This is an optimization exercise on Yosys and OpenROAD, whose aim is small area, a short achievable clock period and few clock cycles per item, not a production implementation. In this exercise RTL edits were held to simulation tests only and were not proved equivalent to the original.

==> flow/design.v, too long to show whole: its modules and the start of the top module <==
// module fullcon_seq_mac: 5793 lines
module fullcon_seq_mac #(
   parameter int DEPTH_IN     = 12,
   parameter int N_OUT        = 4,
   parameter int LANES        = 12,
   parameter int WIDTH_DATA   = 16,
   parameter int WIDTH_KERNEL = 8,
   parameter int RELU_EN      = 0
) (
   input  logic                                   clk,
   input  logic                                   rst,
   input  logic                                   in_valid,
   output logic                                   in_ready,
   input  logic [WIDTH_DATA*DEPTH_IN-1:0]         data_in,
   input  logic [WIDTH_KERNEL*DEPTH_IN*N_OUT-1:0] kernel_in,
   input  logic [(WIDTH_DATA+WIDTH_KERNEL+$clog2(DEPTH_IN)+1)*N_OUT-1:0] bias_in,
   output logic                                   out_valid,
   input  logic                                   out_ready,
   output logic [WIDTH_DATA+WIDTH_KERNEL+$clog2(DEPTH_IN):0] data_o,
   output logic [((N_OUT > 1) ? $clog2(N_OUT) : 1)-1:0] out_idx,
   output logic                                   out_last
);
  // ...
==> flow/flow/run.sh <==
#!/bin/bash
set -euo pipefail
export BUFFER_PORTS_ARGS="-buffer_cell sky130_fd_sc_hd__buf_1"
bash standard.sh finish > standard.log 2>&1
==> flow/standard.sh <==
#!/bin/bash
# synth_recipe.tcl (not shown) runs the flow's synth.tcl, then flattens the netlist and writes it again
# the make line also repeats each setting of config.mk as NAME=value (left out here)
make -C /OpenROAD-flow-scripts/flow DESIGN_CONFIG=/design/flow/config.mk WORK_HOME=/design/flow/orfs CLKGATE_MAP_FILE= SYNTH_SCRIPT=/design/flow/synth_recipe.tcl "${@:-finish}"
==> flow/config.mk <==
export PLATFORM = sky130hd
export DESIGN_NAME = fullcon_seq_mac
export DESIGN_NICKNAME = fullcon_seq_mac
export VERILOG_FILES = /design/flow/design.v
export SDC_FILE = /design/flow/constraint.sdc
export NUM_CORES = 4
export LEC_CHECK = 0
export CAP_MARGIN = 40
export CORE_MARGIN = 2
export CORE_UTILIZATION = 40
export SLEW_MARGIN = 65
==> flow/constraint.sdc <==
create_clock -name core_clock -period 12.0 [get_ports {clk}]
set_input_delay 2.4000 -clock core_clock [delete_from_list [all_inputs] [get_ports {clk}]]
set_output_delay 2.4000 -clock core_clock [all_outputs]
set_load 0.01 [all_outputs]
==> flow_summary.toml, run 1 <==
[die]
tap_cells = 2958

[worst_setup_path]
path_delay_family = "adder cells"
critPathLaunch = "kern_q[1]$_DFFE_PP_"
crit_fanout = 46

[routing]
drc = 0
first_iter_violations = 8269

[hold_path]
hold_start = "cs1_q[310]$_DFF_P_"

[logic_synthesis]
postSynth.asyncResetShare = 0
synth_cells = 9198
yosys.area_share.simple = 0.0939
synthesis.area_mm2 = 0.0888
yosysSeqAreaShare = 0.355
yosysTopAreaCellShare = 0.244
synth_compound_area_frac = 0.175

[status]
status = "no timing/DRC/antenna violations"

[placement]
postPlaceCellArea_mm2 = 0.0958
place_ws_ns = 7.01

[final_layout]
num-fill-cells = 20800
mostFrequentLayoutCells = "nand2_1 (874), inv_1 (867), fa_1 (812)"
design.seq.count = 1214
multi_input_area_mm2 = 0.0510
largest_class = "multi-input gates"
n_all_inverters = 886

[global_route]
met2_usage = 0.419
grt_pass1_vias = 67500
grt_usage = 0.273

[sta]
timing.fmax_ghz = 0.222

[power_and_ir_drop]
Testbench counts, summed over its fixed seeds: cycles 1,568, items 1,536.
==> run 2, diff against run 1 <==
--- a/flow/design.v
+++ b/flow/design.v
@@ -19,94 +19,112 @@
    output logic [((N_OUT > 1) ? $clog2(N_OUT) : 1)-1:0] out_idx,
    output logic                                   out_last
 );
    localparam int WA = 29;    
    localparam int S  = 2;     
    localparam int QD = 4;     
    localparam int WC = $clog2(QD + 1);    
    logic [11:0][15:0]      data_q;
-   logic [3:0][11:0][7:0]  kern_q;      
+   logic [11:0][3:0]       hd_one_q, hd_two_q, hd_neg_q;   
+   logic [3:1][11:0][7:0]  kern_q;      
    logic [3:0][WA-1:0]     bias_q;      
    logic                   vld_q;       
    logic [1:0]             n_q;         
    logic [S:0]             pv_q;        
    logic [QD-1:0][WA-1:0]  q_q;         
-   logic [WC-1:0] qc_q;       
+   logic [QD-1:0]          qt_q;        
+   logic [QD-1:0]          ot_q;        
    logic                   ov_q;        
    logic [1:0]             oi_q;        
    logic issue, accept, last_n, pop, push;
    logic issue_q, in_ready_q;           
-   logic [WC-1:0] occ_q;      
    logic vld_nx, room_nopop, room_pop, room_d, last_nx;
+   logic [QD-1:0] ot_nopop, ot_pop, qt_nopop, qt_pop;
    assign last_n   = (n_q == 2'd3);
    assign issue    = issue_q;
    assign in_ready = in_ready_q;
    assign accept   = in_valid && in_ready;
    assign pop      = ov_q && out_ready;
    assign pv_q[0]  = issue;
    assign push     = pv_q[S];
    assign vld_nx     = vld_q && !(issue && last_n);              
    assign last_nx    = ((n_q + 2'(issue)) == 2'd3);
-   assign room_nopop = (32'(occ_q) + 32'(issue)) < QD;
-   assign room_pop   = (32'(occ_q) + 32'(issue)) <= QD;
+   assign room_nopop = issue ? !ot_q[QD-2] : !ot_q[QD-1];        
+   assign room_pop   = issue ? !ot_q[QD-1] : 1'b1;               
    assign room_d     = pop ? room_pop : room_nopop;
+   assign ot_nopop   = issue ? {ot_q[QD-2:0], 1'b1} : ot_q;
+   assign ot_pop     = issue ? ot_q : {1'b0, ot_q[QD-1:1]};
+   assign qt_nopop   = push ? {qt_q[QD-2:0], 1'b1} : qt_q;
+   assign qt_pop     = push ? qt_q : {1'b0, qt_q[QD-1:1]};
    always_ff @(posedge clk) begin
       if (rst) begin
          vld_q      <= 1'b0;
          n_q        <= 2'd0;
          issue_q    <= 1'b0;
          in_ready_q <= 1'b1;
-         occ_q      <= '0;
+         ot_q       <= '0;
       end else begin
-         occ_q <= occ_q + WC'(issue) - WC'(pop);
+         ot_q <= pop ? ot_pop : ot_nopop;
          if (accept) begin
             vld_q      <= 1'b1;
             n_q        <= 2'd0;
             issue_q    <= room_d;
             in_ready_q <= 1'b0;
          end else begin
             vld_q      <= vld_nx;
             n_q        <= n_q + 2'(issue);
             issue_q    <= vld_nx && room_d;
             in_ready_q <= !vld_nx || (last_nx && room_d);
          end
       end
    end
+   logic [11:0][7:0] hd_w;      
+   logic [11:0][3:0] hd_one, hd_two, hd_neg;
+   assign hd_w = in_ready ? kernel_in[95:0] : kern_q[1];
+   always_comb begin
+      for (int i = 0; i < 12; i++) begin
+         for (int k = 0; k < 4; k++) begin
+            logic w2, w1, w0;
+            w2 = hd_w[i][2*k+1];
+            w1 = hd_w[i][2*k];
+            w0 = (k == 0) ? 1'b0 : hd_w[i][2*k-1];
+            hd_one[i][k] = w1 ^ w0;
+            hd_two[i][k] = (w2 & ~w1 & ~w0) | (~w2 & w1 & w0);
+            hd_neg[i][k] = w2;
+         end
+      end
+   end
    always_ff @(posedge clk) begin
       if (in_ready) data_q <= data_in;
    end
    always_ff @(posedge clk) begin
+      if (in_ready || issue) begin
+         hd_one_q <= hd_one;
+         hd_two_q <= hd_two;
+         hd_neg_q <= hd_neg;
+      end
       if (in_ready) begin
-         kern_q <= kernel_in;
+         kern_q <= kernel_in[383:96];
          bias_q <= bias_in;
       end else if (issue) begin
-         for (int n = 0; n < 3; n++) begin
-            kern_q[n] <= kern_q[n+1];
-            bias_q[n] <= bias_q[n+1];
-         end
+         kern_q[1] <= kern_q[2];
+         kern_q[2] <= kern_q[3];
+         for (int n = 0; n < 3; n++) bias_q[n] <= bias_q[n+1];
       end
    end
    logic [11:0][16:0] xs;
    logic [11:0][3:0]  b_one, b_two, b_neg;
    logic [WA-1:0]     bias0;
    always_comb begin
-      for (int i = 0; i < 12; i++) begin
-         xs[i] = {data_q[i][15], data_q[i]};
-         for (int k = 0; k < 4; k++) begin
-            logic w2, w1, w0;
-            w2 = kern_q[0][i][2*k+1];
-            w1 = kern_q[0][i][2*k];
-            w0 = (k == 0) ? 1'b0 : kern_q[0][i][2*k-1];
-            b_one[i][k] = w1 ^ w0;
-            b_two[i][k] = (w2 & ~w1 & ~w0) | (~w2 & w1 & w0);
-            b_neg[i][k] = w2;
-         end
-      end
+      for (int i = 0; i < 12; i++) xs[i] = {data_q[i][15], data_q[i]};
    end
+   assign b_one = hd_one_q;
+   assign b_two = hd_two_q;
+   assign b_neg = hd_neg_q;
    assign bias0 = bias_q[0];
    logic [311:0] cs1_q;
    logic [83:0] cs2_q;
    logic [WA-1:0] row_a, row_b, result;
    logic p1;
    logic p2;
    logic p3;
    logic p4;
@@ -5760,34 +5778,41 @@
       cs2_q[80] <= cs1_q[308];
       cs2_q[82] <= cs1_q[310];
    end
    assign result = row_a + row_b;
    always_ff @(posedge clk) begin
       if (rst) pv_q[S:1] <= '0;
       else     pv_q[S:1] <= pv_q[S-1:0];
    end
+   logic [QD-1:0] wr_nopop, wr_pop;
+   always_comb begin
+      for (int e = 0; e < QD; e++) begin
+         wr_nopop[e] = push && ((e == 0) ? !qt_q[0] : (qt_q[e-1] && !qt_q[e]));
+         wr_pop[e]   = push && ((e == QD - 1) ? 1'b0 : (qt_q[e] && !qt_q[e+1]));
+      end
+   end
    always_ff @(posedge clk) begin
       for (int e = 0; e < QD; e++) begin
          if (pop) begin
-            if (e == QD - 1 || (push && qc_q == WC'(e + 1))) q_q[e] <= result;
+            if (e == QD - 1 || wr_pop[e]) q_q[e] <= result;
             else q_q[e] <= q_q[(e == QD - 1) ? e : e + 1];
-         end else if (push && qc_q == WC'(e)) begin
+         end else if (wr_nopop[e]) begin
             q_q[e] <= result;
          end
       end
    end
    always_ff @(posedge clk) begin
       if (rst) begin
-         qc_q <= '0;
+         qt_q <= '0;
          ov_q <= 1'b0;
          oi_q <= 2'd0;
       end else begin
-         qc_q <= qc_q + WC'(push) - WC'(pop);
-         ov_q <= (qc_q != '0 && !(qc_q == WC'(1) && pop)) || push;
+         qt_q <= pop ? qt_pop : qt_nopop;
+         ov_q <= pop ? qt_pop[0] : qt_nopop[0];
          if (pop) oi_q <= oi_q + 2'd1;
       end
    end
    assign out_valid = ov_q;
    assign data_o    = ((RELU_EN != 0) && q_q[0][WA-1]) ? '0 : q_q[0];
    assign out_idx   = oi_q;
    assign out_last  = (oi_q == 2'd3);
 endmodule
==> flow_summary.toml, run 2 <==
[sta]
rsz0062_at_grt = "false"
fin_worst_skew_ns = 0.0573
period_share = 0.336
timing.fmax_ghz = 0.248
maxSlewHeadroom = 0.627
timing.setup.tns_ns = 0
worst_pin_slew_ns = 0.555
hold_violations = 0
worst_slack_ns = 7.97
slew_viol_final = 0
hold-worst-slack_ns = 0.342
finalCriticalPeriod_ns = 4.03
setup_viol_count_final = 0

[logic_synthesis]
yosysTopAreaCell = "edfxtp_1"
yosysSeqAreaShare = 0.427
avgSynthCellArea_um2 = 12.1
yosys-top-cells-count = "inv_1 (861), fa_1 (810), edfxtp_1 (769)"
synth_edf_count = 769
synth.distinct_cells = 59
synthFlopType = "edfxtp_1"
postSynth.asyncResetShare = 0
synth-warning-count = 1
yosysTopAreaCellShare = 0.299
synth_cells = 6378
syn-num-nets = 7943
synth_most_common_cell = "inv_1"
ys_ff_latch = 1263
synthesis.area_mm2 = 0.0773
synth.area.top_cells = "edfxtp_1 (30%), fa_1 (21%), dfxtp_1 (13%)"

[run]
drv_cap = 0

[final_layout]
areaGrowthSynthToFinish_pct = 14.9
fin_nets = 8569
mostFrequentLayoutCells = "inv_1 (861), fa_1 (810), edfxtp_1 (769)"
reg_top3 = "cs1_q: 309 flops, kern_q: 288 flops, data_q: 192 flops"
layoutNonFillerInstCount = 9654
drive_gt1_frac = 0.130
mostFrequentLayoutCell = "inv_1"
largest_reg_flops = 309
regMostFlops = "cs1_q"

[worst_setup_path]
critical_path_arrival_ns = 1.63
crit_fanout = 4
start_kind = "register"
path_class = "reg -> out"
cp.required_ns = 9.60
path_delay_family = "flip-flops"
end_kind = "output port"
critPathBufInv = 1
regToRegSetupSlack_ns = 8.16
path_cells = "buf_1"
slowest_delay_ns = 0.47
crit_slowest_cell = "dfxtp_4"

[cts]
h-tree-depth = 4
numClockSinks = 1263
cts_buffers = 143
post_cts_resized = 0
clkTransAtPathRegs_ns = 0.06
cts_root_buf = "clkbuf_16"
insertion_delay_ns = 0.83
clk_path_buf_depth = 3
cts_setup_buffers = 0
cts_hold_buf = 0
cts_tree = "built"

[die]
die_h_um = 444
placementRows = 161
dieArea_mm2 = 0.197
start_util = 0.402
die_w_um = 444
core_mm2 = 0.192
io_pins = 730

[placement]
dp_hpwl_um = 216000
finalWeightedCongestion = 1.01
place_ws_ns = 7.46
io_buffers = 729
dp_cells = 9374

[routing]
ant_nets = 0
wire_per_inst_um = 27.2
viasPerCell = 5.32
first_iter_violations = 5803
vias = 51400
routed_wl_um = 263000
drc = 0
drt_pass1_iterations = 7

[global_route]
grt_usage = 0.264
grt_max_degree = 85
grt_pass1_vias = 52300
grt_pass1_wl_um = 373000
antenna_found_initial = 20
overflow = 0

[hold_path]
hp-class = "reg -> reg"

[status]
status = "no timing/DRC/antenna violations"
## run 2: cell count changes after synthesis, sizes merged, moves of 276 or more
| cell | delta |
|---|---|
| xnor2 | +378 |
| nor2 | -367 |
| o22ai | -314 |
| a21oi | -700 |
| nand2 | -667 |
| clkbuf | -276 |
| a22oi | +508 |
| o21ai | -380 |
## run 2: routing by layer
metal | up-vias | share of wire | global-route usage
met3 | 480 | 0.088 | 0.0620
met5 | - | 0.00036 | 0
met1 | 25900 | 0.39 | 0.337
met4 | 14 | 0.054 | 0.126
met2 | 2542 | 0.47 | 0.424
li1 | 22400 | - | -
## run 2: stage by stage
stage	area, um2	utilization
floorplan	77300	-
global placement	81100	0.421
detailed placement	83600	0.435
CTS	88500	0.460
global route	88800	0.462
finish	88800	0.462
## run 2: cells by family after synthesis
logic type,Yosys count,share of synthesized area
and+or+nand+nor,440,0.0246
buffers and inverters,1428,0.0735
DFF,1263,0.427
muxes,414,0.0589
AOI/OAI and AO/OA,1085,0.0977
xor gates and xnor gates,879,0.0996
adders and majority gates,869,0.219
## run 2: final timing paths
kind | from | endpoint | cells past startpoint
max | in_ready_q$_SDFF_PP1_ | in_ready | 1
min | bias_q[1]$_DFFE_PP_ | cs1_q[16]$_DFF_P_ | 0
max reg2reg | cs2_q[9]$_DFF_P_ | q_q[27]$_DFFE_PP_ | 13
min reg2reg | bias_q[1]$_DFFE_PP_ | cs1_q[16]$_DFF_P_ | 0
## run 2: final cells by class
| type | count | area [um2] |
|---|---|---|
| multi-input combinational | 3687 | 39000 |
| clock inverter | 74 | 1010 |
| sequential | 1263 | 33000 |
| fill | 17500 | 104000 |
| inverter | 866 | 3250 |
| tap | 2526 | 3160 |
| timing repair buffer | 1043 | 5550 |
| clock buffer | 187 | 3890 |
| antenna | 8 | 20.0 |
Testbench counts of run 2, summed over its fixed seeds: cycles 1,568, items 1,536.

[separate check: timing with driven ports]
How much do the figures lean on ideal ports? The routed layouts below were timed once more, with nothing changed but the port constraints.
Step 1 assumes that a clkbuf_16 drives the clock port and a buf_2 every other input.
Step 2 also shifts input and output timing later by t, the mid clock arrival at the registers, as if the neighbouring blocks saw the same clock.
a / b / c = no drivers / after step 1 / after step 2; a / b = the first two.
| run | shift t [ns] | slack for setup (ns) | worst register clock-pin slew, ns | worst data-port slew with drivers (ns) |
|---|---|---|---|---|
| run 1 | 0.903 | 7.492 / 7.492 / 6.873 | 0.07 / 0.07 | 0.18 |
| run 2 | 0.896 | 7.972 / 7.873 / 7.756 | 0.07 / 0.07 | 0.15 |
After both steps setup and hold are still met in every run listed. The setup slack of run 1, which loses most, moves by 0.000 ns with the drivers and by -0.619 ns with both steps.
